What follows belongs to an exercise in optimizing a design on an open flow for small area, a short achievable clock period and few clock cycles per item; a production flow would make more cautious choices.
Where RTL was checked, it was by simulation tests only, not by an equivalence proof against the original.
For runs 5 and 7, only the layout was checked, not whether the RTL still works.

==> flow/design.v (outline; a module is shown in full before it is edited, if it fits) <==
// module fp_mul_mult: 952 lines
// module fp_mul_sched: 158 lines
// module fp_mul_sched_top: 29 lines
module fp_mul_sched_top (
    input  logic         clk,
    input  logic         reset_n,
    input  logic [3:0]   req_valid,
    input  logic [127:0] req_x,
    input  logic [127:0] req_y,
    output logic [3:0]   req_ready,
    output logic         res_valid,
    input  logic         res_ready,
    output logic [1:0]   res_id,
    output logic [31:0]  res_data,
    output logic [4:0]   res_flags,
    output logic         busy
);
  // ...
==> flow/flow/run.sh <==
#!/bin/bash
# Own layout flow: the standard synthesis, a full-adder polarity pass on its netlist
# (removes inverters between full adders; registers and ports untouched), then the ORFS
# layout with tighter timing repair and the smallest buffer on the ports.
# Each tool's output goes to a log file of its own in this folder.
set -euo pipefail
MARGIN=5.0
RES=orfs/results/sky130hd/fp_mul_sched_top/base
bash standard.sh synth > synth.log 2>&1
cp $RES/1_2_yosys.v 1_2_yosys.std.v
python3 flow/fapol.py 1_2_yosys.std.v $RES/1_2_yosys.v > fapol.log 2>&1
rm -f $RES/1_synth.odb $RES/1_synth.sdc
bash standard.sh "SETUP_SLACK_MARGIN=$MARGIN" \
    "BUFFER_PORTS_ARGS=-buffer_cell sky130_fd_sc_hd__buf_1" finish > layout.log 2>&1
==> flow/flow/fapol.py <==
#!/usr/bin/env python3
"""Full-adder polarity pass on a flat Yosys netlist (write_verilog -noattr).

A full adder is self-dual: FA(~a, ~b, ~c) = (~cout, ~sum). Synthesis leaves many inverters
between full adders; this pass chooses for every full adder whether it works on true or
complemented signals so that as few inverters as possible are needed, then rebuilds the
inverters. Only combinational inverter cells are removed or added; every other cell, every
register and every port keep their names and connections.

usage: fapol.py IN.v OUT.v
"""
import random
import re
import sys
from collections import defaultdict

INV_RE = re.compile(r'^sky130_fd_sc_hd__(inv|clkinv)_\d+$')
FA_RE = re.compile(r'^sky130_fd_sc_hd__fa_\d+$')
XOR_RE = re.compile(r'^sky130_fd_sc_hd__(xor2|xnor2)_(\d+)$')
OUT_PINS = {'X', 'Y', 'SUM', 'COUT', 'Q', 'Q_N', 'HI', 'LO'}

src = open(sys.argv[1]).read()

# ---- split the single module into header, declarations, assigns and cells ----
m = re.search(r'\bmodule\s+(\S+)\s*\((.*?)\);', src, re.S)
start = m.end()
end = src.rindex('endmodule')
body = src[start:end]

stmts = []
buf = ''
for line in body.split('\n'):
    buf += line + '\n'
    if line.rstrip().endswith(';'):
        stmts.append(buf)
        buf = ''
tail_ws = buf

cell_re = re.compile(r'^\s*(\S+)\s+(\S+)\s*\((.*)\)\s*;\s*$', re.S)
pin_re = re.compile(r'\.(\w+)\s*\(\s*(.*?)\s*\)\s*(?:,|$)', re.S)

items = []          # ('raw', text) or ('cell', type, name, [(pin, net)])
for s in stmts:
    st = s.strip()
    first = st.split(None, 1)[0] if st else ''
    if first in ('input', 'output', 'inout', 'wire', 'reg', 'assign', 'supply0', 'supply1') or not st:
        items.append(('raw', s))
        continue
    cm = cell_re.match(st)
    if not cm:
        items.append(('raw', s))
        continue
    typ, name, pins = cm.group(1), cm.group(2), cm.group(3)
    pl = [(p, n.strip()) for p, n in pin_re.findall(pins)]
    items.append(('cell', typ, name, pl))

ports = set()
for d in re.findall(r'^\s*(?:input|output|inout)\s+(?:\[[^\]]*\]\s*)?(.*?);', body, re.M):
    for n in d.split(','):
        ports.add(n.strip())
# nets used in assign statements are left alone
assign_nets = set()
for it in items:
    if it[0] == 'raw' and it[1].strip().startswith('assign'):
        for tok in re.findall(r'(\\\S+|[A-Za-z_][\w$]*(?:\s*\[\d+\])?)', it[1][it[1].index('assign') + 6:]):
            assign_nets.add(tok.strip())


def base(net):
    return re.sub(r'\s*\[\d+\]$', '', net)


def is_port(net):
    return net in ports or base(net) in ports


def fixed(net):
    return is_port(net) or net in assign_nets or base(net) in assign_nets or net.startswith("1'b") or net == ''


# ---- inverters that may be rebuilt: input and output both internal nets ----
inv_of = {}         # output net -> input net
inv_cells = set()
for i, it in enumerate(items):
    if it[0] == 'cell' and INV_RE.match(it[1]):
        pins = dict(it[3])
        a, y = pins.get('A'), pins.get('Y')
        if a and y and not fixed(a) and not fixed(y):
            inv_of[y] = a
            inv_cells.add(i)


def root(net):
    p = 0
    seen = 0
    while net in inv_of and seen < 100:
        net = inv_of[net]
        p ^= 1
        seen += 1
    return net, p


# loads: every input pin of a kept cell; for each, (root, logical parity)
fa_idx = [i for i, it in enumerate(items) if it[0] == 'cell' and FA_RE.match(it[1])]
fa_set = set(fa_idx)
xor_idx = [i for i, it in enumerate(items) if it[0] == 'cell' and XOR_RE.match(it[1])]
xor_set = set(xor_idx)
driver_fa = {}      # root net -> index of the flippable cell driving it (FA SUM/COUT, XOR X)
for i in fa_idx:
    for p, n in items[i][3]:
        if p in ('SUM', 'COUT'):
            driver_fa[n] = i
for i in xor_idx:
    for p, n in items[i][3]:
        if p in ('X', 'Y'):
            driver_fa[n] = i

loads = []          # (item index, pin, root, parity)
for i, it in enumerate(items):
    if it[0] != 'cell' or i in inv_cells:
        continue
    for p, n in it[3]:
        if p in OUT_PINS or not n:
            continue
        r, par = root(n)
        loads.append((i, p, r, par))

# inverters that stay (port-facing) keep their input as a load
flip = defaultdict(int)


def cost_of_root(r, ldl):
    # physical polarity of r is flip of its driving FA (if any)
    dp = flip[driver_fa[r]] if r in driver_fa else 0
    need = set()
    for (i, p, par) in ldl:
        if i in xor_set:
            continue        # an XOR absorbs an inverted input by swapping XOR / XNOR
        q = par ^ (flip[i] if i in fa_set else 0)
        need.add(q ^ dp)
    return 1 if 1 in need else 0


by_root = defaultdict(list)
for (i, p, r, par) in loads:
    by_root[r].append((i, p, par))
fa_roots = defaultdict(set)
for r, ldl in by_root.items():
    for (i, p, par) in ldl:
        if i in fa_set or i in xor_set:
            fa_roots[i].add(r)
    if r in driver_fa:
        fa_roots[driver_fa[r]].add(r)

nofl = set()
for i in fa_idx + xor_idx:
    for p, n in items[i][3]:
        if p in ('SUM', 'COUT', 'X', 'Y') and fixed(n):
            nofl.add(i)
fa_idx = fa_idx + xor_idx

def local_search():
    improved = True
    passes = 0
    while improved and passes < 50:
        improved = False
        passes += 1
        for f in fa_idx:
            if f in nofl:
                continue
            rs = fa_roots[f]
            old = sum(cost_of_root(r, by_root[r]) for r in rs)
            flip[f] ^= 1
            new = sum(cost_of_root(r, by_root[r]) for r in rs)
            if new >= old:
                flip[f] ^= 1


def total_cost():
    return sum(cost_of_root(r, l) for r, l in by_root.items())


before = total_cost()
local_search()
best = total_cost()
best_flip = dict(flip)
# iterated local search: kick a few full adders and descend again (fixed seed, deterministic)
rng = random.Random(1)
movable = [f for f in fa_idx if f not in nofl]
for it in range(300):
    flip.clear()
    flip.update(best_flip)
    for f in rng.sample(movable, min(len(movable), 8)):
        flip[f] ^= 1
    local_search()
    c = total_cost()
    if c < best:
        best = c
        best_flip = dict(flip)
flip.clear()
flip.update(best_flip)
total = best

# ---- rebuild ----
inv_net = {}        # root -> net carrying its physical complement
new_cells = []
counter = [0]


def complement(r):
    if r not in inv_net:
        counter[0] += 1
        n = f"fapol_n{counter[0]}"
        inv_net[r] = n
        new_cells.append((n, r))
    return inv_net[r]


out = []
out.append(src[:start])
for i, it in enumerate(items):
    if it[0] == 'raw':
        out.append(it[1])
        continue
    if i in inv_cells:
        continue
    typ, name, pl = it[1], it[2], it[3]
    newpl = []
    swap = flip[i] if i in xor_set else 0
    for p, n in pl:
        if p in OUT_PINS or not n:
            newpl.append((p, n))
            continue
        r, par = root(n)
        dp = flip[driver_fa[r]] if r in driver_fa else 0
        if i in xor_set:
            swap ^= par ^ dp
            newpl.append((p, r))
            continue
        q = par ^ (flip[i] if i in fa_set else 0)
        newpl.append((p, r if q == dp else complement(r)))
    if swap:
        xm = XOR_RE.match(typ)
        typ = f"sky130_fd_sc_hd__{'xnor2' if xm.group(1) == 'xor2' else 'xor2'}_{xm.group(2)}"
        # xor2 drives X, xnor2 drives Y
        newpl = [({'X': 'Y', 'Y': 'X'}.get(p, p), n) for p, n in newpl]
    conn = ',\n    '.join(f'.{p}({n} )' for p, n in newpl)
    out.append(f"  {typ} {name} (\n    {conn}\n  );\n")
for k, (n, r) in enumerate(new_cells):
    out.append(f"  wire {n};\n")
    out.append(f"  sky130_fd_sc_hd__inv_1 fapol_inv{k + 1} (\n    .A({r} ),\n    .Y({n})\n  );\n")
out.append(tail_ws)
out.append(src[end:])
open(sys.argv[2], 'w').write(''.join(out))
sys.stderr.write(f"fapol: {len(fa_idx)} full adders and XORs, {sum(flip[f] for f in fa_idx)} flipped, "
                 f"{len(inv_cells)} inverters removed, {len(new_cells)} added "
                 f"(cost {before} -> {total})\n")
==> flow/standard.sh <==
#!/bin/bash
# synth_recipe.tcl (not shown) runs the flow's synth.tcl, then flattens the netlist and writes it again
# the make line also repeats each setting of config.mk as NAME=value (left out here)
make -C /OpenROAD-flow-scripts/flow DESIGN_CONFIG=/design/flow/config.mk WORK_HOME=/design/flow/orfs CLKGATE_MAP_FILE= SYNTH_SCRIPT=/design/flow/synth_recipe.tcl "${@:-finish}"
==> flow/config.mk <==
export PLATFORM = sky130hd
export DESIGN_NAME = fp_mul_sched_top
export DESIGN_NICKNAME = fp_mul_sched_top
export VERILOG_FILES = /design/flow/design.v
export SDC_FILE = /design/flow/constraint.sdc
export NUM_CORES = 4
export LEC_CHECK = 0
export ABC_AREA = 1
export CAP_MARGIN = 20
export CORE_MARGIN = 2
export CORE_UTILIZATION = 40
export CTS_BUF_LIST = sky130_fd_sc_hd__clkbuf_8
export SLEW_MARGIN = 20
==> flow/constraint.sdc <==
create_clock -name core_clock -period 10.5 [get_ports {clk}]
set_input_delay 2.1000 -clock core_clock [delete_from_list [all_inputs] [get_ports {clk}]]
set_output_delay 2.1000 -clock core_clock [all_outputs]
set_load 0.01 [all_outputs]
==> results.py, run 1 <==
metrics = {
    "layout": {
        "multi_input_gate_share_of_the_layout_cell_area": 0.679,
        "num-clock-buffers": 17,
        "design_area_sq_mm": 0.0226,
        "multi_input_comb_area_sq_mm": 0.0154,
        "final_core_util": 0.462,
        "areaGrowthSynthToFinish_pct": 14.1,
        "seq_share": 0.142,
        "count_of_inserted_antenna_diode_cells": 3,
        "dominant-cell-class": "multi-input gates",
        "layout.comb_gates.multi_input": 1848,
    },
    "run_status": {
        "outcome": "no timing/DRC/antenna violations",
    },
    "worst_setup_path": {
        "slowest_library_cell_on_the_worst_path": "edfxtp_1",
        "path_cells": "ha_4, nand2_1, nor2_1, nand3_2, nand3_2, nand4_1, nand3_2, ha_4, and3_4, nand4_1, nand2_8, nand2_8, buf_4, o22ai_1, buf_2",
        "crit_start": "u_sched.c1_q[1]",
        "worst_r2r_dst": "u_sched.cin1_q",
    },
    "global_route": {
        "grt_antenna_before_repair": 3,
    },
    "sta": {
        "max-slew-margin-rel": 0.267,
        "holdWs_ns": 0.443,
        "max_freq_ghz": 0.185,
        "finalHoldViolCount": 0,
    },
    "hold_path": {
        "min_to": "u_sched.id1_q[1]",
        "worst_hold_path_type": "reg -> reg",
    },
    "placement": {
        "detailed_place.area_sq_mm": 0.0214,
    },
    "floorplan": {
        "number_of_top_level_pins": 308,
        "rows": 81,
        "placeableCoreArea_sq_mm": 0.0490,
    },
    "detailed_routing": {
        "wl_met2_mm": 31.1,
        "drtIter0Drc": 1575,
        "firstDrtPassIters": 6,
        "wirelength_met1_mm": 27.2,
    },
    "clock_tree": {
        "tritoncts": "built",
        "cts_inserted_buffers": 17,
    },
}
Testbench counts, summed over its fixed seeds: cycles 2,064, items 2,048.
==> inputs of run 2 (changes only) <==
--- a/flow/flow/run.sh
+++ b/flow/flow/run.sh
@@ -5,5 +5,5 @@
 # Each tool's output goes to a log file of its own in this folder.
 set -euo pipefail
-MARGIN=5.0
+MARGIN=4.8
 RES=orfs/results/sky130hd/fp_mul_sched_top/base
 bash standard.sh synth > synth.log 2>&1
--- a/flow/config.mk
+++ b/flow/config.mk
@@ -10,4 +10,3 @@
 export CORE_MARGIN = 2
 export CORE_UTILIZATION = 40
-export CTS_BUF_LIST = sky130_fd_sc_hd__clkbuf_8
 export SLEW_MARGIN = 20
==> results.py, run 2 <==
metrics = {
    "run_status": {
        "outcome": "no timing/DRC/antenna violations",
    },
    "detailed_routing": {
        "viasPerCell": 5.67,
        "drcViolationCount": 0,
        "drtIter0Drc": 1811,
        "route.vias.total": 18500,
        "wire_per_inst_um": 21.1,
        "route.final.wire_length_mm": 68.6,
        "firstDrtPassIters": 6,
        "antenna_left": 0,
    },
    "floorplan": {
        "number_of_top_level_pins": 308,
        "placeableCoreArea_sq_mm": 0.0490,
        "fp.dieArea_sq_mm": 0.0514,
        "die-height_um": 227,
        "dieWidth_um": 227,
        "rows": 81,
        "initial_core_util": 0.405,
    },
    "hold_path": {
        "worst_hold_path_type": "reg -> reg",
        "worstHoldStart": "u_sched.id0_q[1]",
    },
    "synthesis": {
        "synthesis.nets": 2974,
        "postSynthCellCount": 2356,
        "ys_warn_count": 1,
        "mappedNetlistArea_sq_mm": 0.0198,
        "syn-mean-instance-area_sq_um": 8.41,
    },
    "placement": {
        "hpwl_after_dpl_mm": 50.3,
        "place.port_buffers": 307,
        "worst_setup_slack_post_dpl_ns": 4.45,
        "globalplace.congestion": 0.966,
    },
    "clock_tree": {
        "insertion_delay_ns": 0.46,
        "cts.path.max_buffers": 2,
        "tritoncts": "built",
        "cts_inserted_buffers": 17,
        "cts.reportedPaths.clkPinSlew_ns": 0.06,
        "cts-root-buf": "clkbuf_16",
        "clock_tree.htree_level_count": 4,
        "cts_sinks": 129,
    },
    "worst_setup_path": {
        "timing.critical_path.slowest_cell_delay_ns": 0.52,
        "crit_top_cell": "fa_1",
        "timing.critical_path.to_type": "register",
        "crit_required_ns": 10.70,
        "critical_path_arrival_ns": 5.69,
        "crit_start": "u_sched.ym0_q[11]",
        "slowest_library_cell_on_the_worst_path": "fa_1",
        "path_cells": "buf_4, clkinvlp_4, nand2_1, nand2_2, o21ai_0, xnor2_1, fa_1, fa_1, fa_1, fa_1, fa_1, ha_1, fa_1, a21oi_1, nor2_1, nor2_1, xnor2_1",
        "cp_max_fo": 23,
        "critical_path.reg2reg.startpoint": "u_sched.ym0_q[11]",
        "crit_type": "reg -> reg",
        "worstSetupStartpointType": "register",
    },
    "global_route": {
        "grt_first_pass_wirelength_mm": 106,
        "globalRoute.totalOverflow": 0,
        "first_global_vias": 18800,
        "grt_max_degree": 56,
        "grt.total_usage": 0.270,
        "grt_antenna_before_repair": 2,
    },
    "layout": {
        "leading_cell_type_in_the_layout_fill_and_taps_excluded": "nand2_1",
        "areaGrowthSynthToFinish_pct": 13.1,
        "final_cell_mix": "nand2_1, buf_1, o22ai_1, fa_1, xor2_1",
        "final_net_count": 3200,
        "layout-drive-gt1-share": 0.0663,
        "largestRegisters": "u_sched.xm0_q: 23 flops, u_sched.ym0_q: 23 flops",
    },
    "sta": {
        "layout_min_cycle_time_ns": 5.49,
        "tns_ns": 0,
        "max_freq_ghz": 0.182,
        "final_min_period_over_clock_period": 0.523,
        "holdWs_ns": 0.439,
        "finalWorstSetupSlack_ns": 5.01,
        "finalHoldViolCount": 0,
        "timing.final.setup_violations": 0,
        "clock-skew-final_ns": 0.0242,
        "grt_setup_unrepaired": "no",
        "timing_worst_slew_pin_value_ns": 1.15,
        "slew_violations": 0,
        "max-slew-margin-rel": 0.234,
    },
    "job": {
        "max_cap_violations": 0,
    },
}
run 2: cell type report:
type	instances	area (sq um)
well taps	664	831
flip-flops and latches	129	3200
diodes	1	2.50
clock inverters	11	138
multi-input cells	1848	15200
clock buffers	21	483
fillers	4800	26500
inverters	210	830
repair inverters	3	15.0
repair buffers	373	1680
run 2: per-stage QoR:
step | instances | util | cell area, sq um
final | 3260 | 0.458 | 22400
after global routing | 3260 | 0.458 | 22400
after CTS | 3244 | 0.452 | 22100
after detailed placement | 3204 | 0.437 | 21400
after global placement | 3203 | 0.437 | 21400
after floorplan | 2356 | - | 19800
run 2: final timing paths:
check | endpoint | depth (start not counted) | slack (ns)
worst max-delay path | u_sched.top1_q[8] | 17 | 5.01
max in group asynchronous | u_sched.prio_q[1] | 1 | 8.26
worst min register to register | u_sched.id1_q[1] | 0 | 0.44
worst min-delay path | u_sched.id1_q[1] | 0 | 0.44
min in group asynchronous | u_sched.v1_q | 1 | 1.72
worst max register to register | u_sched.top1_q[8] | 17 | 5.01
run 2: layer usage:
layer  up-vias  track usage  routed length (um)
met4         0        0.117                3010
li1       8402            -                   -
met5         -            0                   0
met2      1098        0.427               30600
met3       205       0.0810                7520
met1      8775        0.340               27500
run 2: what timing repair did:
item,CTS,global route
setup buffers,5,13
gates cloned,3,2
gates resized for setup,19,33
pin swaps,2,5
setup endpoints to repair,36,44
hold buffers,0,0
run 2: worst max-delay path, delay by kind of cell (launching register included):
family | cells | cell delay, ns
AND/OR/NAND/NOR | 4 | 0.61
buffers and inverters | 2 | 0.58
XOR/XNOR | 2 | 0.20
flip-flops | 1 | 0.31
AO/OA/AOI/OAI | 2 | 0.55
adder cells (fa/ha/maj) | 7 | 2.97
==> inputs of run 3 (changes only) <==
--- a/flow/flow/run.sh
+++ b/flow/flow/run.sh
@@ -5,5 +5,5 @@
 # Each tool's output goes to a log file of its own in this folder.
 set -euo pipefail
-MARGIN=4.8
+MARGIN=5.15
 RES=orfs/results/sky130hd/fp_mul_sched_top/base
 bash standard.sh synth > synth.log 2>&1
==> results.py, run 3 <==
metrics = {
    "layout": {
        "leading_cell_type_in_the_layout_fill_and_taps_excluded": "nand2_1",
        "fin_cells": 3295,
        "final_net_count": 3233,
        "multi_input_comb_area_sq_mm": 0.0154,
        "layout.filler_cells": 4759,
        "layout-drive-gt1-share": 0.101,
        "areaGrowthSynthToFinish_pct": 16.4,
        "largestRegisters": "u_sched.xm0_q: 23 flops, u_sched.ym0_q: 23 flops",
        "area.sequential_sq_mm": 0.00321,
        "final_cell_mix": "nand2_1, o22ai_1, buf_1, fa_1, xor2_1",
    },
    "worst_setup_path": {
        "critical_path_arrival_ns": 3.24,
        "register_to_register_path_setup_slack_ns": 5.34,
        "worstSetupStartpointType": "register",
        "reg2reg_depth": 17,
        "worst_r2r_dst": "u_sched.top1_q[8]",
        "crit_required_ns": 8.40,
        "timing.critical_path.to_type": "primary output",
        "critical_path.reg2reg.startpoint": "u_sched.ym0_q[11]",
        "cp_max_fo": 6,
        "crit_type": "reg -> out",
    },
    "placement": {
        "dp_cells": 3204,
        "globalplace.congestion": 0.966,
        "place.port_buffers": 307,
        "hpwl_after_dpl_mm": 50.3,
    },
    "clock_tree": {
        "cts_inserted_buffers": 17,
        "insertion_delay_ns": 0.46,
        "cts.path.max_buffers": 2,
        "tritoncts": "built",
        "clock_tree.htree_level_count": 4,
        "cts.reportedPaths.clkPinSlew_ns": 0.07,
        "cts_sinks": 129,
        "postCtsHoldBufs": 0,
        "cts-root-buf": "clkbuf_16",
    },
    "sta": {
        "max-slew-margin-rel": 0.255,
        "clock-skew-final_ns": 0.0244,
        "grt_setup_unrepaired": "yes",
        "timing.final.setup_violations": 0,
        "tns_ns": 0,
        "slew_violations": 0,
        "final_min_period_over_clock_period": 0.508,
        "max_freq_ghz": 0.187,
        "layout_min_cycle_time_ns": 5.34,
        "timing_worst_slew_pin_value_ns": 1.12,
        "finalHoldViolCount": 0,
    },
    "synthesis": {
        "synthesis.nets": 2974,
        "syn-mean-instance-area_sq_um": 8.41,
        "ys_warn_count": 1,
        "postSynthCellCount": 2356,
        "mappedNetlistArea_sq_mm": 0.0198,
    },
    "floorplan": {
        "rows": 81,
        "dieWidth_um": 227,
        "number_of_top_level_pins": 308,
        "fp.dieArea_sq_mm": 0.0514,
        "initial_core_util": 0.405,
        "die-height_um": 227,
        "placeableCoreArea_sq_mm": 0.0490,
    },
    "detailed_routing": {
        "firstDrtPassIters": 7,
        "drcViolationCount": 0,
        "wire_per_inst_um": 21.4,
        "route.vias.total": 18700,
        "route.final.wire_length_mm": 70.6,
        "antenna_left": 0,
        "drtIter0Drc": 1823,
        "viasPerCell": 5.68,
    },
    "hold_path": {
        "worstHoldStart": "u_sched.id0_q[1]",
        "min_to": "u_sched.id1_q[1]",
        "min_delay_path_depth": 0,
        "worst_hold_path_type": "reg -> reg",
    },
    "global_route": {
        "grt_max_degree": 56,
        "grt_first_pass_wirelength_mm": 107,
        "grt_antenna_before_repair": 3,
        "first_global_vias": 18900,
        "globalRoute.totalOverflow": 0,
        "grt.total_usage": 0.271,
    },
    "run_status": {
        "outcome": "no timing/DRC/antenna violations",
    },
    "job": {
        "max_cap_violations": 0,
    },
}
==> run 3: worst max path at each step <==
stage,slack (ns),depth (start not counted),startpoint,end
5_1_grt,4.93,15,u_sched.c1_q[3],res_data[19]
2_1_floorplan,5.36,7,req_valid[1],req_ready[3]
3_3_place_gp,4.50,17,u_sched.ym0_q[5],u_sched.cin1_q
3_5_place_dp,4.45,17,u_sched.ym0_q[11],u_sched.top1_q[8]
6_report,5.16,15,u_sched.c1_q[2],res_data[19]
4_1_cts,5.11,16,u_sched.c1_q[1],res_data[13]
==> run 3: worst max-delay path, cell delays in order, from the launching register on <==
cell	delay, ns
edfxtp_1	0.42
ha_4	0.32
a21oi_4	0.06
o21ai_2	0.14
nand2_1	0.08
nand3_2	0.09
nand4_1	0.10
nand3_2	0.12
ha_4	0.16
and3_4	0.21
nand4_1	0.21
nand2_8	0.20
nand2_8	0.10
buf_4	0.20
o22ai_1	0.18
clkbuf_2	0.17
==> run 3: layout make-up <==
type / instances / area share
Clock inverter: 11 / 0.00596
Clock buffer: 21 / 0.0209
Multi-Input combinational cell: 1849 / 0.669
Antenna cell: 3 / 0.000325
Inverter: 210 / 0.0367
Sequential cell: 129 / 0.139
Tap cell: 664 / 0.0360
Timing Repair inverter: 4 / 0.00108
Timing Repair Buffer: 404 / 0.0908
==> run 3: metrics by stage <==
stage | instance area [sq um] | utilization | hold WS, ns | setup WS, ns
6_report | 23100 | 0.471 | 0.445 | 5.16
3_3_place_gp | 21400 | 0.437 | 0.419 | 4.50
2_1_floorplan | 19800 | - | 0.409 | 5.36
4_1_cts | 22500 | 0.459 | 0.443 | 5.11
3_5_place_dp | 21400 | 0.437 | 0.428 | 4.45
5_1_grt | 23100 | 0.471 | 0.471 | 4.93
==> run 3: timing repair <==
| item | CTS | global route |
|---|---|---|
| endpoints found under the hold margin | 0 | 0 |
| pin swaps | 10 | 30 |
| gates cloned | 5 | 5 |
| gates resized for setup | 62 | 111 |
| endpoints found under the setup margin | 57 | 45 |
| buffers inserted | 18 | 28 |
==> run 3: metal layers <==
| metal | GRT usage | part of all wire | up-vias |
|---|---|---|---|
| met5 | 0 | 0 | - |
| li1 | - | - | 8482 |
| met3 | 0.0828 | 0.10 | 208 |
| met2 | 0.435 | 0.46 | 1058 |
| met1 | 0.340 | 0.40 | 8965 |
| met4 | 0.110 | 0.039 | 0 |
==> inputs of run 4 (changes only) <==
--- a/flow/flow/run.sh
+++ b/flow/flow/run.sh
@@ -5,5 +5,5 @@
 # Each tool's output goes to a log file of its own in this folder.
 set -euo pipefail
-MARGIN=5.15
+MARGIN=5.0
 RES=orfs/results/sky130hd/fp_mul_sched_top/base
 bash standard.sh synth > synth.log 2>&1
==> results.py, run 4 <==
metrics = {
    "detailed_routing": {
        "drtIter0Drc": 1757,
        "antenna_left": 0,
        "route.final.wire_length_mm": 69.0,
        "wire_per_inst_um": 21.0,
        "drcViolationCount": 0,
        "firstDrtPassIters": 6,
        "viasPerCell": 5.65,
        "route.vias.total": 18600,
    },
    "placement": {
        "place.port_buffers": 307,
        "globalplace.congestion": 0.966,
        "detailed_place.area_sq_mm": 0.0214,
        "hpwl_after_dpl_mm": 50.3,
    },
    "sta": {
        "timing_worst_slew_pin_value_ns": 1.12,
        "layout_min_cycle_time_ns": 5.39,
        "final_min_period_over_clock_period": 0.513,
        "grt_setup_unrepaired": "yes",
        "max_freq_ghz": 0.186,
        "finalHoldViolCount": 0,
        "slew_violations": 0,
        "holdWs_ns": 0.438,
        "timing.final.setup_violations": 0,
        "max-slew-margin-rel": 0.252,
        "tns_ns": 0,
        "clock-skew-final_ns": 0.0222,
    },
    "clock_tree": {
        "insertion_delay_ns": 0.46,
        "cts.path.max_buffers": 2,
        "clock_tree.htree_level_count": 4,
        "cts.reportedPaths.clkPinSlew_ns": 0.06,
        "postCtsHoldBufs": 0,
        "cts-root-buf": "clkbuf_16",
        "cts_inserted_buffers": 17,
        "cts_sinks": 129,
        "tritoncts": "built",
    },
    "layout": {
        "leading_cell_type_in_the_layout_fill_and_taps_excluded": "nand2_1",
        "design_area_sq_mm": 0.0228,
        "area.sequential_sq_mm": 0.00320,
        "layout.filler_cells": 4785,
        "layout-drive-gt1-share": 0.0837,
        "multi_input_comb_area_sq_mm": 0.0154,
        "areaGrowthSynthToFinish_pct": 14.8,
        "final_cell_mix": "nand2_1, buf_1, o22ai_1, fa_1, xor2_1",
        "final_net_count": 3222,
        "final_core_util": 0.465,
        "largestRegisters": "u_sched.xm0_q: 23 flops, u_sched.ym0_q: 23 flops",
    },
    "worst_setup_path": {
        "path_cells": "buf_1, nand2_1, nand2_1, nor2_4, nand2_2, inv_1, buf_1",
        "timing.critical_path.slowest_cell_delay_ns": 0.31,
        "slowest_library_cell_on_the_worst_path": "nor2_4",
        "timing.critical_path.to_type": "primary output",
        "critical_path.reg2reg.startpoint": "u_sched.ym0_q[9]",
        "worstSetupStartpointType": "input pin",
        "cp_max_fo": 13,
        "reg2reg_depth": 16,
        "worst_r2r_dst": "u_sched.top1_q[8]",
        "critical_path_arrival_ns": 3.29,
        "register_to_register_path_setup_slack_ns": 5.23,
        "crit_required_ns": 8.40,
        "crit_type": "in -> out",
    },
    "global_route": {
        "first_global_vias": 18900,
        "grt_antenna_before_repair": 1,
        "grt.total_usage": 0.270,
        "grt_max_degree": 56,
        "globalRoute.totalOverflow": 0,
        "grt_first_pass_wirelength_mm": 106,
    },
    "synthesis": {
        "ys_warn_count": 1,
        "mappedNetlistArea_sq_mm": 0.0198,
        "postSynthCellCount": 2356,
        "synthesis.nets": 2974,
        "syn-mean-instance-area_sq_um": 8.41,
    },
    "floorplan": {
        "rows": 81,
        "initial_core_util": 0.405,
        "dieWidth_um": 227,
        "die-height_um": 227,
        "number_of_top_level_pins": 308,
        "placeableCoreArea_sq_mm": 0.0490,
        "fp.dieArea_sq_mm": 0.0514,
    },
    "run_status": {
        "outcome": "no timing/DRC/antenna violations",
    },
    "hold_path": {
        "worstHoldStart": "u_sched.id0_q[1]",
        "min_to": "u_sched.id1_q[1]",
        "min_delay_path_depth": 0,
        "worst_hold_path_type": "reg -> reg",
    },
    "job": {
        "max_cap_violations": 0,
    },
}
## run 4: metal layers
metal,global-route usage,vias to the layer above,wire (um)
met1,0.339,8827,27300
met3,0.0818,190,7760
li1,-,8449,-
met4,0.119,0,2820
met5,0,-,0
met2,0.430,1090,31100
## run 4: how the worst max path moves through the flow
| stage | endpoint | startpoint | depth (start not counted) | slack [ns] |
|---|---|---|---|---|
| 6_report | req_ready[3] | req_valid[1] | 7 | 5.11 |
| 5_1_grt | res_data[23] | u_sched.c1_q[4] | 16 | 5.00 |
| 4_1_cts | res_data[13] | u_sched.c1_q[5] | 16 | 4.99 |
| 3_5_place_dp | u_sched.top1_q[8] | u_sched.ym0_q[11] | 17 | 4.45 |
| 3_3_place_gp | u_sched.cin1_q | u_sched.ym0_q[5] | 17 | 4.50 |
| 2_1_floorplan | req_ready[3] | req_valid[1] | 7 | 5.36 |
## run 4: worst max-delay path, delay by kind of cell
family / cells / cell delay, ns
simple gates: 4 / 0.75
buf+inv: 3 / 0.44
## run 4: layout make-up
class,count,share of cell area
flip-flops and latches,129,0.141
multi-input cells,1848,0.675
well taps,664,0.0365
clock inverters,11,0.00605
repair inverters,4,0.000990
inverters,210,0.0371
clock buffers,21,0.0212
repair buffers,394,0.0824
diodes,1,0.000110
## run 4: timing repair
item / in CTS / in global routing
buffers inserted: 12 / 27
gates resized for setup: 40 / 59
pin swaps: 6 / 19
gates cloned: 4 / 2
setup endpoints to repair: 48 / 47
hold endpoints to repair: 0 / 0
## run 4: stage by stage
step | std cells | worst slack (ns)
final | 3282 | 5.11
after floorplan | 2356 | 5.36
after global routing | 3282 | 5.00
after CTS | 3252 | 4.99
after global placement | 3203 | 4.50
after detailed placement | 3204 | 4.45
==> module fp_mul_sched, before the edit <==
module fp_mul_sched (
    input  logic           clk,
    input  logic           reset_n,
    input  logic [3:0]     req_valid,
    input  logic [127:0]   req_x,
    input  logic [127:0]   req_y,
    output logic [3:0]     req_ready,
    output logic           res_valid,
    input  logic           res_ready,
    output logic [1:0]     res_id,
    output logic [31:0]    res_data,
    output logic [4:0]     res_flags,
    output logic           busy
);
    localparam logic [1:0] SP_NONE = 2'd0, SP_ZERO = 2'd1, SP_NAN = 2'd2, SP_INF = 2'd3;
    logic [3:0][3:0] prio_q, prio_d;
    logic       v0_q, v1_q;       
    logic       ld1;              
    logic       hold0;            
    logic       en;               
    logic [3:0] first;            
    logic       gnt;
    assign ld1   = !v1_q || res_ready;
    assign hold0 = v0_q && !ld1;
    assign en    = !hold0;
    always_comb begin
        for (int i = 0; i < 4; i++) begin
            first[i] = req_valid[i] && !(|(req_valid & prio_q[i]));
        end
    end
    assign req_ready = first & {4{en}};
    assign gnt       = |req_ready;
    always_comb begin
        prio_d = prio_q;
        for (int g = 0; g < 4; g++) begin
            if (req_ready[g]) begin
                for (int i = 0; i < 4; i++) begin
                    for (int j = 0; j < 4; j++) begin
                        prio_d[i][j] = (j != i) && (((j - g + 3) % 4) < ((i - g + 3) % 4));
                    end
                end
            end
        end
    end
    always_ff @(posedge clk or negedge reset_n) begin
        if (!reset_n) begin
            for (int i = 0; i < 4; i++) begin
                for (int j = 0; j < 4; j++) begin
                    prio_q[i][j] <= (j < i);
                end
            end
            v0_q   <= 1'b0;
            v1_q   <= 1'b0;
        end else begin
            prio_q <= prio_d;
            v0_q   <= gnt || hold0;
            if (ld1) v1_q <= v0_q;
        end
    end
    logic [31:0] x, y;
    logic [22:0] xm0_q, ym0_q;
    logic [1:0]  id0_q;
    logic        sgn0_q;
    logic [8:0]  es0_q;           
    always_comb begin
        x = '0;
        y = '0;
        for (int i = 0; i < 4; i++) begin
            x = x | (req_x[32*i +: 32] & {32{req_ready[i]}});
            y = y | (req_y[32*i +: 32] & {32{req_ready[i]}});
        end
    end
    logic       nz_d, xmax_d, ymax_d;
    logic       nz0_q;            
    logic       xmax0_q, ymax0_q;    
    assign nz_d   = (x[30:23] != 8'h00) && (y[30:23] != 8'h00);
    assign xmax_d = (x[30:23] == 8'hFF);
    assign ymax_d = (y[30:23] == 8'hFF);
    always_ff @(posedge clk) begin
        xm0_q   <= x[22:0] | (xm0_q & {23{hold0}});
        ym0_q   <= y[22:0] | (ym0_q & {23{hold0}});
        id0_q   <= {req_ready[3] | req_ready[2], req_ready[3] | req_ready[1]} | (id0_q & {2{hold0}});
        sgn0_q  <= (x[31] ^ y[31]) | (sgn0_q & hold0);
        es0_q   <= ({1'b0, x[30:23]} + {1'b0, y[30:23]}) | (es0_q & {9{hold0}});
        nz0_q   <= nz_d | (nz0_q & hold0);
        xmax0_q <= xmax_d | (xmax0_q & hold0);
        ymax0_q <= ymax_d | (ymax0_q & hold0);
    end
    logic [9:0] e0;
    logic       nan0, inf0;
    logic [1:0] sp0;
    assign e0   = {1'b0, es0_q} - 10'd127;
    assign nan0 = (xmax0_q && xm0_q != '0) || (ymax0_q && ym0_q != '0);
    assign inf0 = xmax0_q || ymax0_q;
    assign sp0  = !nz0_q ? SP_ZERO : nan0 ? SP_NAN : inf0 ? SP_INF : SP_NONE;
    logic [12:0] row_s, row_c;
    logic [11:0] top;
    logic        c_lo, g_mid, p_mid;
    fp_mul_mult u_mult (
        .x_m   (xm0_q),
        .y_m   (ym0_q),
        .row_s (row_s),
        .row_c (row_c),
        .top   (top),
        .c_lo  (c_lo),
        .g_mid (g_mid),
        .p_mid (p_mid)
    );
    logic [12:0] s1_q, c1_q;      
    logic [11:0] top1_q;          
    logic        cin1_q, sgn1_q;
    logic [9:0]  e1_q;
    logic [1:0]  sp1_q, id1_q;
    always_ff @(posedge clk) begin
        if (ld1) begin
            s1_q    <= row_s;
            c1_q    <= row_c;
            top1_q  <= top;
            cin1_q  <= g_mid | (p_mid & c_lo);
            sgn1_q  <= sgn0_q;
            e1_q    <= e0;
            sp1_q   <= sp0;
            id1_q   <= id0_q;
        end
    end
    logic        cin;
    logic [14:0] sum;
    logic [24:0] p_hi;
    logic        norm;
    logic [7:0]  e_inc;
    logic        unf0, unf1, ovf0, ovf1, spec, inf_f, nan_f, zero_f;
    logic        n0, n1, pinf0, pinf1, unf, ovf;
    assign cin   = cin1_q;
    assign sum   = {1'b0, s1_q, 1'b1} + {1'b0, c1_q, cin};
    assign p_hi  = {top1_q + {11'd0, sum[14]}, sum[13:1]};
    assign norm  = p_hi[24];
    assign e_inc = e1_q[7:0] + 8'd1;
    assign unf0   = e1_q[9] || (e1_q == 10'd0);
    assign unf1   = e1_q[9];
    assign ovf0   = !e1_q[9] && (e1_q >= 10'd255);
    assign ovf1   = !e1_q[9] && (e1_q >= 10'd254);
    assign spec   = (sp1_q != SP_NONE);
    assign zero_f = (sp1_q == SP_ZERO);
    assign nan_f  = (sp1_q == SP_NAN);
    assign inf_f  = (sp1_q == SP_INF);
    assign n0     = !spec && !unf0 && !ovf0;
    assign n1     = !spec && !unf1 && !ovf1;
    assign pinf0  = nan_f || inf_f || (!spec && ovf0);
    assign pinf1  = nan_f || inf_f || (!spec && ovf1);
    assign unf    = !spec && (norm ? unf1 : unf0);
    assign ovf    = !spec && (norm ? ovf1 : ovf0);
    assign res_valid = v1_q;
    assign res_id    = id1_q;
    assign res_flags = {inf_f, nan_f, zero_f, ovf, unf};
    assign res_data  = norm ? {n1 & sgn1_q, n1 ? e_inc : {8{pinf1}}, p_hi[23:1] & {23{n1}}}
                            : {n0 & sgn1_q, n0 ? e1_q[7:0] : {8{pinf0}}, p_hi[22:0] & {23{n0}}};
    assign busy      = v0_q || v1_q;
endmodule
==> inputs of run 5 (changes only) <==
--- a/flow/design.v
+++ b/flow/design.v
@@ -1019,7 +1019,7 @@
     logic [31:0] x, y;
     logic [22:0] xm0_q, ym0_q;
+    logic [7:0]  xe0_q, ye0_q;
     logic [1:0]  id0_q;
     logic        sgn0_q;
-    logic [8:0]  es0_q;           
     always_comb begin
         x = '0;
@@ -1030,27 +1030,28 @@
         end
     end
-    logic       nz_d, xmax_d, ymax_d;
-    logic       nz0_q;            
-    logic       xmax0_q, ymax0_q;    
-    assign nz_d   = (x[30:23] != 8'h00) && (y[30:23] != 8'h00);
-    assign xmax_d = (x[30:23] == 8'hFF);
-    assign ymax_d = (y[30:23] == 8'hFF);
     always_ff @(posedge clk) begin
-        xm0_q   <= x[22:0] | (xm0_q & {23{hold0}});
-        ym0_q   <= y[22:0] | (ym0_q & {23{hold0}});
-        id0_q   <= {req_ready[3] | req_ready[2], req_ready[3] | req_ready[1]} | (id0_q & {2{hold0}});
-        sgn0_q  <= (x[31] ^ y[31]) | (sgn0_q & hold0);
-        es0_q   <= ({1'b0, x[30:23]} + {1'b0, y[30:23]}) | (es0_q & {9{hold0}});
-        nz0_q   <= nz_d | (nz0_q & hold0);
-        xmax0_q <= xmax_d | (xmax0_q & hold0);
-        ymax0_q <= ymax_d | (ymax0_q & hold0);
+        xm0_q  <= x[22:0] | (xm0_q & {23{hold0}});
+        ym0_q  <= y[22:0] | (ym0_q & {23{hold0}});
+        xe0_q  <= x[30:23] | (xe0_q & {8{hold0}});
+        ye0_q  <= y[30:23] | (ye0_q & {8{hold0}});
+        id0_q  <= {req_ready[3] | req_ready[2], req_ready[3] | req_ready[1]} | (id0_q & {2{hold0}});
+        sgn0_q <= (x[31] ^ y[31]) | (sgn0_q & hold0);
     end
+    logic [8:0] ec;               
+    logic [8:0] es1;              
     logic [9:0] e0;
-    logic       nan0, inf0;
+    logic       nan0, inf0, zero0;
     logic [1:0] sp0;
-    assign e0   = {1'b0, es0_q} - 10'd127;
-    assign nan0 = (xmax0_q && xm0_q != '0) || (ymax0_q && ym0_q != '0);
-    assign inf0 = xmax0_q || ymax0_q;
-    assign sp0  = !nz0_q ? SP_ZERO : nan0 ? SP_NAN : inf0 ? SP_INF : SP_NONE;
+    assign ec[0] = 1'b1;
+    for (genvar i = 0; i < 8; i++) begin : g_eadd
+        assign es1[i]  = xe0_q[i] ^ ye0_q[i] ^ ec[i];
+        assign ec[i+1] = (xe0_q[i] & ye0_q[i]) | (xe0_q[i] & ec[i]) | (ye0_q[i] & ec[i]);
+    end
+    assign es1[8] = ec[8];
+    assign e0     = {es1[8:7] == 2'b00 ? 3'b111 : {1'b0, es1[8:7] - 2'd1}, es1[6:0]};
+    assign zero0 = (xe0_q == 8'h00) || (ye0_q == 8'h00);
+    assign nan0  = (xe0_q == 8'hFF && xm0_q != '0) || (ye0_q == 8'hFF && ym0_q != '0);
+    assign inf0  = (xe0_q == 8'hFF) || (ye0_q == 8'hFF);
+    assign sp0   = zero0 ? SP_ZERO : nan0 ? SP_NAN : inf0 ? SP_INF : SP_NONE;
     logic [12:0] row_s, row_c;
     logic [11:0] top;
--- a/flow/config.mk
+++ b/flow/config.mk
@@ -10,3 +10,4 @@
 export CORE_MARGIN = 2
 export CORE_UTILIZATION = 40
+export CTS_BUF_LIST = sky130_fd_sc_hd__clkbuf_8
 export SLEW_MARGIN = 20
==> results.py, run 5 <==
metrics = {
    "run_status": {
        "outcome": "no timing/DRC/antenna violations",
    },
    "hold_path": {
        "worst_hold_path_type": "reg -> reg",
        "min_delay_path_depth": 0,
        "min_to": "u_sched.id1_q[0]",
        "worstHoldStart": "u_sched.id0_q[0]",
    },
    "clock_tree": {
        "postCtsHoldBufs": 0,
        "cts_inserted_buffers": 17,
        "cts.path.max_buffers": 2,
        "cts_sinks": 133,
        "insertion_delay_ns": 0.49,
        "tritoncts": "built",
        "clock_tree.htree_level_count": 4,
        "cts.reportedPaths.clkPinSlew_ns": 0.08,
        "cts-root-buf": "clkbuf_8",
    },
    "worst_setup_path": {
        "critical_path_arrival_ns": 3.30,
        "crit_type": "in -> out",
        "register_to_register_path_setup_slack_ns": 5.22,
        "cp_max_fo": 65,
        "worstSetupStartpointType": "input pin",
        "crit_required_ns": 8.40,
        "worst_r2r_dst": "u_sched.top1_q[8]",
        "reg2reg_depth": 18,
        "timing.critical_path.to_type": "primary output",
        "critical_path.reg2reg.startpoint": "u_sched.ym0_q[17]",
    },
    "sta": {
        "timing_worst_slew_pin_value_ns": 1.09,
        "clock-skew-final_ns": 0.0184,
        "max-slew-margin-rel": 0.274,
        "final_min_period_over_clock_period": 0.514,
        "slew_violations": 0,
        "tns_ns": 0,
        "layout_min_cycle_time_ns": 5.40,
        "max_freq_ghz": 0.185,
        "timing.final.setup_violations": 0,
        "finalHoldViolCount": 0,
        "finalWorstSetupSlack_ns": 5.10,
        "grt_setup_unrepaired": "no",
    },
    "synthesis": {
        "synthesis.nets": 3053,
        "mappedNetlistArea_sq_mm": 0.0201,
        "syn-mean-instance-area_sq_um": 8.27,
        "postSynthCellCount": 2436,
        "ys_warn_count": 1,
    },
    "global_route": {
        "grt_first_pass_wirelength_mm": 110,
        "globalRoute.totalOverflow": 0,
        "first_global_vias": 19100,
        "grt_antenna_before_repair": 3,
        "grt.total_usage": 0.268,
        "grt_max_degree": 67,
    },
    "detailed_routing": {
        "drtIter0Drc": 1847,
        "firstDrtPassIters": 7,
        "viasPerCell": 5.56,
        "wire_per_inst_um": 21.1,
        "antenna_left": 0,
        "route.vias.total": 18700,
        "drcViolationCount": 0,
        "route.final.wire_length_mm": 71.0,
    },
    "floorplan": {
        "dieWidth_um": 228,
        "die-height_um": 228,
        "number_of_top_level_pins": 308,
        "initial_core_util": 0.403,
        "rows": 82,
        "fp.dieArea_sq_mm": 0.0522,
        "placeableCoreArea_sq_mm": 0.0500,
    },
    "placement": {
        "worst_setup_slack_post_dpl_ns": 4.65,
        "hpwl_after_dpl_mm": 52.1,
        "dp_cells": 3295,
        "globalplace.congestion": 0.976,
        "place.port_buffers": 307,
    },
    "layout": {
        "largestRegisters": "u_sched.xm0_q: 23 flops, u_sched.ym0_q: 23 flops",
        "layout-drive-gt1-share": 0.0873,
        "fin_cells": 3367,
        "leading_cell_type_in_the_layout_fill_and_taps_excluded": "nand2_1",
        "areaGrowthSynthToFinish_pct": 12.5,
        "final_core_util": 0.454,
        "final_net_count": 3297,
        "final_cell_mix": "nand2_1, buf_1, o22ai_1, fa_1, xor2_1",
    },
    "job": {
        "max_cap_violations": 0,
    },
}
==> run 5: per-layer routing <==
| metal | global-route usage | vias to the layer above | wire length (um) |
|---|---|---|---|
| met4 | 0.0944 | 0 | 2830 |
| li1 | - | 8499 | - |
| met5 | 0 | - | 0 |
| met2 | 0.419 | 1048 | 31400 |
| met1 | 0.364 | 8979 | 29900 |
| met3 | 0.0631 | 205 | 6780 |
==> run 5: how the worst max path moves through the flow <==
stage,start,to,depth (start not counted)
floorplan,u_sched.ym0_q[9],u_sched.top1_q[8],18
global placement,req_valid[2],req_ready[0],7
detailed placement,req_valid[1],req_ready[1],6
CTS,u_sched.s1_q[5],res_data[22],18
global route,u_sched.s1_q[6],res_data[1],18
finish,req_valid[1],req_ready[1],6
==> run 5: per-stage QoR <==
step	hold slack (ns)	area, sq um
finish	0.455	22700
global route	0.453	22700
global placement	0.417	21600
floorplan	0.409	20100
CTS	0.455	22200
detailed placement	0.440	21600
==> run 5: timing repair <==
action,CTS,global route
endpoints found under the hold margin,0,0
resized for setup,29,47
cloned,1,1
endpoints found under the setup margin,33,43
pin swaps,2,18
setup buffers,9,26
==> run 5: critical path, cell delays in order <==
cell and delay, ns:
buf_1 0.16, nand2_1 0.07, nor2_1 0.19, nand2_1 0.21
inv_8 0.36, buf_1 0.20
==> run 5: final cells by class <==
| class | instances | area (sq um) |
|---|---|---|
| fill | 4994 | 27300 |
| multi-input combinational | 1929 | 15500 |
| sequential | 133 | 3280 |
| timing repair buffer | 394 | 1860 |
| tap | 672 | 841 |
| inverter | 204 | 826 |
| clock buffer | 17 | 234 |
| clock inverter | 15 | 154 |
| timing repair inverter | 1 | 7.51 |
| antenna | 2 | 5.00 |
==> inputs of run 6 (changes only) <==
--- a/flow/design.v
+++ b/flow/design.v
@@ -1093,6 +1093,8 @@
     assign cin   = cin1_q;
     assign sum   = {1'b0, s1_q, 1'b1} + {1'b0, c1_q, cin};
-    assign p_hi  = {top1_q + {11'd0, sum[14]}, sum[13:1]};
-    assign norm  = p_hi[24];
+    logic [11:0] top_inc;
+    assign top_inc = top1_q + 12'd1;
+    assign p_hi  = {sum[14] ? top_inc : top1_q, sum[13:1]};
+    assign norm  = sum[14] ? top_inc[11] : top1_q[11];
     assign e_inc = e1_q[7:0] + 8'd1;
     assign unf0   = e1_q[9] || (e1_q == 10'd0);
==> results.py, run 6 <==
metrics = {
    "sta": {
        "timing.final.setup_violations": 0,
        "timing_worst_slew_pin_value_ns": 0.821,
        "finalHoldViolCount": 0,
        "slew_violations": 0,
        "max-slew-margin-rel": 0.452,
        "max_freq_ghz": 0.186,
        "layout_min_cycle_time_ns": 5.38,
        "tns_ns": 0,
        "finalWorstSetupSlack_ns": 5.12,
        "grt_setup_unrepaired": "no",
        "final_min_period_over_clock_period": 0.512,
        "holdWs_ns": 0.457,
        "clock-skew-final_ns": 0.0132,
    },
    "worst_setup_path": {
        "critical_path_arrival_ns": 5.57,
        "reg2reg_depth": 17,
        "worstSetupStartpointType": "register",
        "path_cells": "buf_8, clkinvlp_4, o21ai_1, buf_6, o22ai_1, xor2_1, fa_1, inv_1, fa_1, fa_1, fa_1, fa_1, ha_1, nand2_1, nor2_1, a2111oi_1, nand2_1",
        "register_to_register_path_setup_slack_ns": 5.12,
        "slowest_library_cell_on_the_worst_path": "fa_1",
        "timing.critical_path.slowest_cell_delay_ns": 0.52,
        "critical_path.reg2reg.startpoint": "u_sched.ym0_q[7]",
        "timing.critical_path.to_type": "register",
        "crit_type": "reg -> reg",
        "cp_max_fo": 21,
        "crit_required_ns": 10.70,
        "crit_top_cell": "fa_1",
        "worst_r2r_dst": "u_sched.cin1_q",
    },
    "hold_path": {
        "worstHoldStart": "u_sched.id0_q[0]",
        "min_delay_path_depth": 0,
        "worst_hold_path_type": "reg -> reg",
        "min_to": "u_sched.id1_q[0]",
    },
    "layout": {
        "final_net_count": 3290,
        "final_cell_mix": "nand2_1, buf_1, fa_1, o22ai_1, inv_1",
        "areaGrowthSynthToFinish_pct": 12.2,
        "leading_cell_type_in_the_layout_fill_and_taps_excluded": "nand2_1",
        "layout-drive-gt1-share": 0.0610,
        "largestRegisters": "u_sched.xm0_q: 23 flops, u_sched.ym0_q: 23 flops",
    },
    "global_route": {
        "grt_max_degree": 68,
        "grt_most_used_layer": "met2",
        "grtUsageMet2": 0.459,
        "globalRoute.totalOverflow": 0,
        "grt_antenna_before_repair": 2,
        "grt_first_pass_wirelength_mm": 113,
        "grt.total_usage": 0.291,
        "grtUsageMet1": 0.381,
        "first_global_vias": 19100,
        "grt_use_met3": 0.0652,
    },
    "detailed_routing": {
        "firstDrtPassIters": 5,
        "drtIter0Drc": 1837,
        "antenna_left": 0,
        "wire_per_inst_um": 22.4,
        "route.final.wire_length_mm": 75.1,
        "route.vias.total": 19100,
        "drcViolationCount": 0,
        "viasPerCell": 5.69,
    },
    "floorplan": {
        "number_of_top_level_pins": 308,
        "rows": 81,
        "dieWidth_um": 227,
        "fp.dieArea_sq_mm": 0.0517,
        "initial_core_util": 0.407,
        "placeableCoreArea_sq_mm": 0.0491,
        "die-height_um": 227,
    },
    "job": {
        "max_cap_violations": 0,
    },
    "placement": {
        "worst_setup_slack_post_dpl_ns": 4.35,
        "hpwl_after_dpl_mm": 54.4,
        "globalplace.congestion": 1.01,
        "place.port_buffers": 307,
    },
    "clock_tree": {
        "cts.path.max_buffers": 2,
        "cts-root-buf": "clkbuf_8",
        "cts_inserted_buffers": 17,
        "clock_tree.htree_level_count": 4,
        "postCtsHoldBufs": 0,
        "tritoncts": "built",
        "insertion_delay_ns": 0.46,
        "cts.reportedPaths.clkPinSlew_ns": 0.08,
        "cts_sinks": 133,
    },
    "synthesis": {
        "syn-mean-instance-area_sq_um": 8.16,
        "mappedNetlistArea_sq_mm": 0.0199,
        "postSynthCellCount": 2443,
        "ys_warn_count": 1,
        "synthesis.nets": 3059,
    },
    "run_status": {
        "outcome": "no timing/DRC/antenna violations",
    },
}
run 6: cell count changes in the layout (fill, tap and decap cells not counted), sizes merged, moves of 6 or more:
cell	change
nand3	-57
o211ai	+44
inv	+13
buf	-11
a21oi	+8
nor3	+8
o22ai	-8
nand2	-6
run 6: repair_timing:
action / in CTS / in global routing
resized for setup: 26 / 25
pin swaps: 2 / 1
endpoints found under the setup margin: 42 / 35
gates cloned: 5 / 3
buffers inserted: 8 / 9
run 6: worst max-delay path by stage:
stage	startpoint	to	slack [ns]	cells after the start
4_1_cts	u_sched.ym0_q[21]	u_sched.top1_q[8]	5.00	15
6_report	u_sched.ym0_q[7]	u_sched.cin1_q	5.12	17
5_1_grt	u_sched.ym0_q[11]	u_sched.top1_q[8]	5.02	18
3_5_place_dp	res_ready	req_ready[3]	4.35	9
2_1_floorplan	res_ready	req_ready[3]	5.02	9
3_3_place_gp	res_ready	req_ready[3]	4.33	9
run 6: critical path, delay by kind of cell, from the launching register on:
kind | cells | cell delay, ns
fa+ha+maj | 6 | 2.70
buf+inv | 4 | 0.80
compound gates | 3 | 0.74
flops | 1 | 0.35
simple gates | 3 | 0.32
xor+xnor | 1 | 0.19
run 6: layout make-up:
| type | count | area, sq um |
|---|---|---|
| Tap cell | 664 | 831 |
| Timing Repair Buffer | 383 | 1820 |
| Antenna cell | 2 | 5.00 |
| Clock buffer | 20 | 275 |
| Multi-Input combinational cell | 1921 | 15200 |
| Fill cell | 5011 | 26700 |
| Clock inverter | 12 | 151 |
| Timing Repair inverter | 3 | 17.5 |
| Sequential cell | 133 | 3290 |
| Inverter | 215 | 845 |
run 6: per-layer routing:
metal	wire, um	share of wire	vias to the layer above
met5	0	0	-
met1	30300	0.40	9265
met3	7480	0.10	239
met4	3620	0.048	0
met2	33700	0.45	1078
li1	-	-	8510
run 6: metrics by stage:
stage	instances	util	instance area (sq um)
floorplan	2443	-	20000
global placement	3294	0.439	21600
detailed placement	3294	0.439	21600
CTS	3339	0.453	22200
global route	3353	0.456	22400
finish	3353	0.456	22400
Testbench counts of run 6, summed over its fixed seeds: cycles 2,064, items 2,048.
==> inputs of run 7 (changes only) <==
--- a/flow/design.v
+++ b/flow/design.v
@@ -1093,8 +1093,6 @@
     assign cin   = cin1_q;
     assign sum   = {1'b0, s1_q, 1'b1} + {1'b0, c1_q, cin};
-    logic [11:0] top_inc;
-    assign top_inc = top1_q + 12'd1;
-    assign p_hi  = {sum[14] ? top_inc : top1_q, sum[13:1]};
-    assign norm  = sum[14] ? top_inc[11] : top1_q[11];
+    assign p_hi  = {top1_q + {11'd0, sum[14]}, sum[13:1]};
+    assign norm  = p_hi[24];
     assign e_inc = e1_q[7:0] + 8'd1;
     assign unf0   = e1_q[9] || (e1_q == 10'd0);
==> flow/flow/run.sh (replaced) <==
#!/bin/bash
# Own layout flow:
#  2. full-adder polarity pass (fapol.py), then the combinational logic between the full
#     adders and registers mapped again by ABC (resyn.tcl), then the polarity pass again;
#     full/half adders, registers, ports and tie cells are kept
#  3. the ORFS layout with tighter timing repair and the smallest buffer on the ports
# Each tool's output goes to a log file of its own in this folder.
set -euo pipefail
MARGIN=5.0
RES=orfs/results/sky130hd/fp_mul_sched_top/base
LIB=$FLOW_HOME/platforms/sky130hd/lib/sky130_fd_sc_hd__tt_025C_1v80.lib
bash standard.sh synth > synth.log 2>&1
cp $RES/1_2_yosys.v 1_2_yosys.std.v
python3 flow/fapol.py 1_2_yosys.std.v fapol1.v > fapol1.log 2>&1
FLOW_LIB_FILE=$LIB RESYN_IN=fapol1.v RESYN_OUT=resyn.v RESYN_ABC=flow/resyn.abc FLOW_TOP=$FLOW_TOP \
    yosys -c flow/resyn.tcl > resyn.log 2>&1
python3 flow/fapol.py resyn.v $RES/1_2_yosys.v > fapol2.log 2>&1
rm -f $RES/1_synth.odb $RES/1_synth.sdc
bash standard.sh "SETUP_SLACK_MARGIN=$MARGIN" \
    "BUFFER_PORTS_ARGS=-buffer_cell sky130_fd_sc_hd__buf_1" finish > layout.log 2>&1
--- a/flow/flow/fapol.py
+++ b/flow/flow/fapol.py
@@ -206,4 +206,9 @@
 new_cells = []
 counter = [0]
+# a prefix for the new nets and cells that the netlist does not use yet
+tag = 1
+while f"fapol{tag}_" in src:
+    tag += 1
+PFX = f"fapol{tag}_"
 
 
@@ -211,5 +216,5 @@
     if r not in inv_net:
         counter[0] += 1
-        n = f"fapol_n{counter[0]}"
+        n = f"{PFX}n{counter[0]}"
         inv_net[r] = n
         new_cells.append((n, r))
@@ -249,5 +254,5 @@
 for k, (n, r) in enumerate(new_cells):
     out.append(f"  wire {n};\n")
-    out.append(f"  sky130_fd_sc_hd__inv_1 fapol_inv{k + 1} (\n    .A({r} ),\n    .Y({n})\n  );\n")
+    out.append(f"  sky130_fd_sc_hd__inv_1 {PFX}inv{k + 1} (\n    .A({r} ),\n    .Y({n})\n  );\n")
 out.append(tail_ws)
 out.append(src[end:])
==> flow/flow/resyn.abc (new file) <==
&get -n
&st
&dch
&nf
&put
topo
stime -c
buffer -c
upsize -c
dnsize -c
==> flow/flow/resyn.tcl (new file) <==
yosys -import
set lib $::env(FLOW_LIB_FILE)
read_liberty -ignore_miss_func $lib
read_verilog $::env(RESYN_IN)
hierarchy -top $::env(FLOW_TOP)
set keep {sky130_fd_sc_hd__fa_* sky130_fd_sc_hd__ha_* sky130_fd_sc_hd__df* sky130_fd_sc_hd__edf* sky130_fd_sc_hd__conb_*}
setattr -mod -set keep_hierarchy 1 {*}$keep
# the cells to be inlined get private names, so that the wires made for their pins do not
# take over the netlist's own net names
select -set kept {*}[lmap k $keep {string cat t:$k}]
yosys rename -hide $::env(FLOW_TOP)/c:* @kept %d
select -clear
flatten
opt_clean
abc -script $::env(RESYN_ABC) -liberty $lib  -dont_use sky130_fd_sc_hd__probe_p_8 -dont_use sky130_fd_sc_hd__probec_p_8 -dont_use sky130_fd_sc_hd__lpflow_bleeder_1 -dont_use sky130_fd_sc_hd__lpflow_clkbufkapwr_1 -dont_use sky130_fd_sc_hd__lpflow_clkbufkapwr_16 -dont_use sky130_fd_sc_hd__lpflow_clkbufkapwr_2 -dont_use sky130_fd_sc_hd__lpflow_clkbufkapwr_4 -dont_use sky130_fd_sc_hd__lpflow_clkbufkapwr_8 -dont_use sky130_fd_sc_hd__lpflow_clkinvkapwr_1 -dont_use sky130_fd_sc_hd__lpflow_clkinvkapwr_16 -dont_use sky130_fd_sc_hd__lpflow_clkinvkapwr_2 -dont_use sky130_fd_sc_hd__lpflow_clkinvkapwr_4 -dont_use sky130_fd_sc_hd__lpflow_clkinvkapwr_8 -dont_use sky130_fd_sc_hd__lpflow_decapkapwr_12 -dont_use sky130_fd_sc_hd__lpflow_decapkapwr_3 -dont_use sky130_fd_sc_hd__lpflow_decapkapwr_4 -dont_use sky130_fd_sc_hd__lpflow_decapkapwr_6 -dont_use sky130_fd_sc_hd__lpflow_decapkapwr_8 -dont_use sky130_fd_sc_hd__lpflow_inputiso0n_1 -dont_use sky130_fd_sc_hd__lpflow_inputiso0p_1 -dont_use sky130_fd_sc_hd__lpflow_inputiso1n_1 -dont_use sky130_fd_sc_hd__lpflow_inputiso1p_1 -dont_use sky130_fd_sc_hd__lpflow_inputisolatch_1 -dont_use sky130_fd_sc_hd__lpflow_isobufsrc_1 -dont_use sky130_fd_sc_hd__lpflow_isobufsrc_16 -dont_use sky130_fd_sc_hd__lpflow_isobufsrc_2 -dont_use sky130_fd_sc_hd__lpflow_isobufsrc_4 -dont_use sky130_fd_sc_hd__lpflow_isobufsrc_8 -dont_use sky130_fd_sc_hd__lpflow_isobufsrckapwr_16 -dont_use sky130_fd_sc_hd__lpflow_lsbuf_lh_hl_isowell_tap_1 -dont_use sky130_fd_sc_hd__lpflow_lsbuf_lh_hl_isowell_tap_2 -dont_use sky130_fd_sc_hd__lpflow_lsbuf_lh_hl_isowell_tap_4 -dont_use sky130_fd_sc_hd__lpflow_lsbuf_lh_isowell_4 -dont_use sky130_fd_sc_hd__lpflow_lsbuf_lh_isowell_tap_1 -dont_use sky130_fd_sc_hd__lpflow_lsbuf_lh_isowell_tap_2 -dont_use sky130_fd_sc_hd__lpflow_lsbuf_lh_isowell_tap_4
opt_clean
setundef -zero
splitnets
opt_clean -purge
select -module $::env(FLOW_TOP)
stat -liberty $lib
write_verilog -noattr -nohex -nodec -selected $::env(RESYN_OUT)
==> results.py, run 7 <==
metrics = {
    "sta": {
        "max-slew-margin-rel": 0.423,
        "max_freq_ghz": 0.181,
        "slew_violations": 0,
        "layout_min_cycle_time_ns": 5.51,
        "finalHoldViolCount": 0,
        "timing.final.setup_violations": 0,
        "clock-skew-final_ns": 0.0309,
        "tns_ns": 0,
        "grt_setup_unrepaired": "yes",
    },
    "layout": {
        "layout-drive-gt1-share": 0.125,
        "final_cell_mix": "a22oi_1, buf_1, fa_1, xnor2_1, nand2_1",
        "areaGrowthSynthToFinish_pct": 18.9,
        "area.sequential_sq_mm": 0.00331,
        "final_net_count": 2771,
        "multi_input_comb_area_sq_mm": 0.0149,
        "layout.filler_cells": 4313,
        "largestRegisters": "u_sched.xm0_q: 23 flops, u_sched.ym0_q: 23 flops",
        "final_core_util": 0.482,
    },
    "global_route": {
        "first_global_vias": 16900,
        "grt_antenna_before_repair": 1,
        "grt.total_usage": 0.278,
        "grt_max_degree": 72,
        "grt_first_pass_wirelength_mm": 101,
    },
    "floorplan": {
        "die-height_um": 219,
        "number_of_top_level_pins": 308,
        "rows": 78,
        "placeableCoreArea_sq_mm": 0.0455,
        "dieWidth_um": 219,
    },
    "detailed_routing": {
        "route.final.wire_length_mm": 68.1,
        "wire_per_inst_um": 24.6,
        "antenna_left": 0,
        "drtIter0Drc": 2077,
        "firstDrtPassIters": 10,
        "route.vias.total": 17100,
    },
    "placement": {
        "detailed_place.area_sq_mm": 0.0205,
        "hpwl_after_dpl_mm": 45.7,
        "place.port_buffers": 307,
    },
    "clock_tree": {
        "cts.path.max_buffers": 2,
        "cts-root-buf": "clkbuf_8",
        "cts_inserted_buffers": 17,
        "insertion_delay_ns": 0.48,
        "cts_sinks": 133,
        "tritoncts": "built",
        "clock_tree.htree_level_count": 4,
    },
    "worst_setup_path": {
        "slowest_library_cell_on_the_worst_path": "edfxtp_1",
        "critical_path_arrival_ns": 3.41,
        "timing.critical_path.slowest_cell_delay_ns": 0.43,
        "crit_required_ns": 8.40,
        "timing.critical_path.to_type": "primary output",
        "cp_max_fo": 6,
        "crit_type": "reg -> out",
        "critical_path.n_buffers_inverters": 4,
        "cell_class_contributing_the_biggest_share_of_worst_path_delay": "simple AND/OR/NAND/NOR gates",
        "crit_top_cell": "nand2_2",
        "worstSetupStartpointType": "register",
        "path_cells": "fa_2, nand3_2, nand2_2, a41oi_2, o21ai_2, nand3_1, nand2_2, ha_4, nand3_4, nor3_2, xor2_1, buf_6, buf_4, buf_8, nand2b_4, o22ai_2, clkbuf_2",
    },
    "run_status": {
        "outcome": "no timing/DRC/antenna violations",
    },
    "hold_path": {
        "worst_hold_path_type": "reg -> reg",
    },
    "synthesis": {
        "synthesis.nets": 2422,
        "postSynthCellCount": 1805,
        "syn-mean-instance-area_sq_um": 10.2,
        "ys_warn_count": 1,
    },
    "job": {
        "max_cap_violations": 0,
    },
}
## run 7: stage by stage
stage	std cells	hold slack (ns)	setup WS (ns)
global placement	2681	0.415	4.25
finish	2768	0.450	4.99
global route	2768	0.455	4.81
detailed placement	2681	0.422	4.24
CTS	2738	0.444	4.91
floorplan	1805	0.408	5.04
## run 7: routing by layer
metal	wire length, um	track usage	vias up
li1	-	-	7358
met1	28300	0.388	8466
met2	30800	0.431	1079
met3	6980	0.0593	156
met4	2090	0.0851	0
met5	0	0	-
## run 7: what timing repair did
item | 4_1_cts | 5_1_grt
pin swaps | 13 | 29
setup endpoints to repair | 40 | 39
gates cloned | 6 | 5
resized for setup | 57 | 100
setup buffers | 19 | 24
## run 7: final cells by class
type / instances / share of cell area
multi-input cells: 1492 / 0.680
flip-flops and latches: 133 / 0.151
repair buffers: 416 / 0.101
well taps: 600 / 0.0343
inverters: 94 / 0.0161
clock buffers: 17 / 0.0107
clock inverters: 15 / 0.00696
diodes: 1 / 0.000114
## run 7: final timing paths
kind                            slack, ns        startpoint  cells past startpoint                 to
max in group asynchronous            8.33           reset_n                      1  u_sched.prio_q[1]
worst min-delay path                 0.45  u_sched.id0_q[1]                      2   u_sched.id0_q[1]
worst max register to register       5.17  u_sched.ym0_q[1]                     18     u_sched.cin1_q
worst max-delay path                 4.99    u_sched.cin1_q                     17       res_data[15]
worst min register to register       0.45  u_sched.id0_q[1]                      2   u_sched.id0_q[1]
min in group asynchronous            1.66           reset_n                      1       u_sched.v1_q
## run 7: tightest hold or removal path, stage by stage, from the launching register on
cell and delay (ns):
dfxtp_1 0.32, nand2_1 0.05, nand2_1 0.04

separate check: timing with driven ports:
In the flow no input, the clock included, has a driving cell. The finished layouts below were timed again as built, in two steps.
Step 1 sets driving cells, clkbuf_16 on the clock port and buf_2 on the other inputs (assumed; they add their load-dependent delay and slew).
Step 2 also shifts input and output timing later by t, the mid clock arrival at the registers, as if the neighbouring blocks saw the same clock.
Slacks: ideal / step 1 / step 2; pairs: ideal / step 1.
| run | shift t [ns] | setup slack, ns | clock arrival spread, ns |
|---|---|---|---|
| run 1 | 0.548 | 5.083 / 5.034 / 5.082 | 0.033 / 0.032 |
| run 2 | 0.505 | 5.011 / 4.987 / 5.011 | 0.024 / 0.024 |
| run 3 | 0.502 | 5.163 / 5.110 / 5.214 | 0.025 / 0.024 |
| run 4 | 0.500 | 5.109 / 5.085 / 5.085 | 0.023 / 0.022 |
| run 5 | 0.521 | 5.102 / 5.070 / 5.070 | 0.019 / 0.018 |
| run 6 | 0.504 | 5.122 / 5.122 / 5.122 | 0.014 / 0.013 |
| run 7 | 0.518 | 4.986 / 4.938 / 5.004 | 0.031 / 0.031 |
After both steps every run listed still meets setup and hold. The setup slack of run 5, which loses most, moves by -0.032 ns with the drivers and by -0.032 ns with both steps.
